This is an optimization exercise on Yosys and OpenROAD, whose aim is small area and a short achievable clock period, not a production implementation.
Function was checked by simulation only, so behaviour that the tests miss may differ from the original.

==> flow/design.v (excerpt) <==
module enigma_ir_top (
  input  logic        clk_100_passthrough,
  input  logic        rst_n,
  input  logic        ir_line,
  input  logic        rotor_load,
  input  logic [14:0] rotor_start,
  input  logic [9:0]  rd_addr,
  output logic        cipher_valid,
  output logic [4:0]  cipher_letter,
  output logic        err_valid,
  output logic [1:0]  err_code,
  output logic [10:0] letter_count,
  output logic [4:0]  rd_data
);
  logic        pulse_edge;
  logic        pulse_level;
  logic        pw_ge40;
  logic        pw_gt100;
  logic        pw_ge120;
  logic        idle_ge320;
  logic        letter_valid;
  logic [4:0]  letter;
  ir_pulse_timer u_timer (
    .clk_100_passthrough (clk_100_passthrough),
    .rst_n               (rst_n),
    .ir_line             (ir_line),
    .pulse_edge          (pulse_edge),
    .pulse_level         (pulse_level),
    .pw_ge40             (pw_ge40),
    .pw_gt100            (pw_gt100),
    .pw_ge120            (pw_ge120),
    .idle_ge320          (idle_ge320)
  );
  ir_frame_fsm u_frame (
    .clk_100_passthrough (clk_100_passthrough),
    .rst_n               (rst_n),
    .pulse_edge          (pulse_edge),
    .pulse_level         (pulse_level),
  ...
clock: 27.0 ns
lec_check: 0
cap_margin: 20
core_margin: 2
core_utilization: 40
slew_margin: 20
synth_memory_max_bits: 8192
standard.sh (not shown) runs the stock make flow with config.mk's settings and CLKGATE_MAP_FILE= SYNTH_SCRIPT=/design/flow/synth_recipe.tcl, a recipe that flattens the netlist after the stock synthesis.
==> flow/flow/run.sh <==
#!/bin/bash
# The standard layout (the standard.sh: ORFS with the standard synthesis
# and the design's SDC unchanged), with two changes to how it is built:
# - repair_timing keeps improving the slowest paths until they have
#   SETUP_SLACK_MARGIN of slack at the design's clock period;
# - clock tree synthesis clusters the flip-flops into groups of up to 10
#   within 50 um, each driven by a clkbuf_8, under a clkbuf_16 tree.
# make's own output goes to standard_finish.log; each ORFS step logs to
# orfs/logs/.
set -euo pipefail
MARGIN=19.3
CTS="-sink_clustering_enable -repair_clock_nets"
CTS="$CTS -sink_clustering_buffer sky130_fd_sc_hd__clkbuf_8"
CTS="$CTS -sink_clustering_size 10 -sink_clustering_max_diameter 50"
CTS="$CTS -tree_buf sky130_fd_sc_hd__clkbuf_16 -root_buf sky130_fd_sc_hd__clkbuf_16"
bash standard.sh SETUP_SLACK_MARGIN=$MARGIN "CTS_ARGS=$CTS" finish > standard_finish.log 2>&1
test -f out/final.def
The first run finished clean.
Change:
==> flow/run.sh (new file) <==
#!/bin/bash
# synth_recipe.tcl (not shown) runs the flow's synth.tcl, then flattens the netlist and writes it again
# the make line also repeats each setting of config.mk as NAME=value (left out here)
make -C /OpenROAD-flow-scripts/flow DESIGN_CONFIG=/design/flow/config.mk WORK_HOME=/design/flow/orfs CLKGATE_MAP_FILE= SYNTH_SCRIPT=/design/flow/synth_recipe.tcl finish
removed: flow/flow/run.sh
removed: flow/standard.sh
Synthesized cell count is unchanged. Global-route usage came out lower by 1.6 points. Clock-buffer cell count drops by 33. Utilization came out lower by 2.4 points. Register-to-register slack loses 3.3 ns. Clock skew went up by 0.033 ns. First-iteration DRC count fell by about 6%.
Change:
==> flow/flow/run.sh (new file) <==
#!/bin/bash
# The standard layout (the standard.sh: ORFS with the standard synthesis
# and the design's SDC unchanged), except that repair_timing keeps
# improving the slowest paths until they have SETUP_SLACK_MARGIN of slack at
# the design's clock period. make's own output goes to
# standard_finish.log; each ORFS step logs to orfs/logs/.
set -euo pipefail
MARGIN=18.6
bash standard.sh SETUP_SLACK_MARGIN=$MARGIN finish > standard_finish.log 2>&1
test -f out/final.def
==> flow/standard.sh (new file) <==
#!/bin/bash
# synth_recipe.tcl (not shown) runs the flow's synth.tcl, then flattens the netlist and writes it again
# the make line also repeats each setting of config.mk as NAME=value (left out here)
make -C /OpenROAD-flow-scripts/flow DESIGN_CONFIG=/design/flow/config.mk WORK_HOME=/design/flow/orfs CLKGATE_MAP_FILE= SYNTH_SCRIPT=/design/flow/synth_recipe.tcl "${@:-finish}"
removed: flow/run.sh
Effect: Worst setup slack improved by 2.4 ns. First-iteration DRC count decreases by 7.6%. Worst hold slack improved by 0.013 ns. Synthesized cell count does not change. Critical path depth decreases by 21. Final area increases by about 2%. Die area stays the same. Fmax increases by about 28%.
Change:
==> flow/flow/run.sh (replaced) <==
#!/bin/bash
# The standard layout (the standard.sh: ORFS with the standard synthesis
# and the design's SDC unchanged), with two changes to how it is built:
# - repair_timing keeps improving the slowest paths until they have
#   SETUP_SLACK_MARGIN of slack at the design's clock period;
# - clock tree synthesis clusters the flip-flops into groups of up to 10
#   within 50 um, each driven by a clkbuf_8, under a clkbuf_16 tree.
# make's own output goes to standard_finish.log; each ORFS step logs to
# orfs/logs/.
set -euo pipefail
MARGIN=19
CTS="-sink_clustering_enable -repair_clock_nets"
CTS="$CTS -sink_clustering_buffer sky130_fd_sc_hd__clkbuf_8"
CTS="$CTS -sink_clustering_size 10 -sink_clustering_max_diameter 50"
CTS="$CTS -tree_buf sky130_fd_sc_hd__clkbuf_16 -root_buf sky130_fd_sc_hd__clkbuf_16"
bash standard.sh SETUP_SLACK_MARGIN=$MARGIN "CTS_ARGS=$CTS" finish > standard_finish.log 2>&1
test -f out/final.def
What happened:
- sequential share of layout area decreases by 0.36 points
- cell count climbs slightly
- worst setup slack gets better by 0.24 ns
- sequential cell count is unchanged

[what the ideal ports hide]
The results above use ideal ports. As a check the final layouts listed here were re-extracted and re-timed, cells and wires unchanged.
Step 1 assumes that a clkbuf_16 drives the clock port and a buf_2 every other input.
Step 2 adds t to the input delays and takes it off the output delays; t is the mean of the earliest and latest rising clock arrival at the registers after step 1. Input paths then give back, and output paths get back, about the clock's delay inside the block.
Three values: ideal, step 1, step 2; two values: the first two.
| run | t (ns) | slack for setup (ns) | worst setup path after step 2 | latest minus earliest clock arrival (ns) |
|---|---|---|---|---|
| the first run | 0.877 | 18.769 / 18.758 / 17.881 | input to register | 0.046 / 0.045 |
| the second run | 0.884 | 15.907 / 15.907 / 15.907 | register to register | 0.081 / 0.080 |
| the third run | 0.894 | 18.353 / 18.392 / 17.498 | input to register | 0.070 / 0.070 |
| the fourth run | 0.883 | 18.590 / 18.657 / 17.773 | input to register | 0.057 / 0.057 |
After both steps every run listed still meets setup and hold. The setup slack of the first run, which loses most, moves by -0.011 ns with the drivers and by -0.888 ns with both steps.
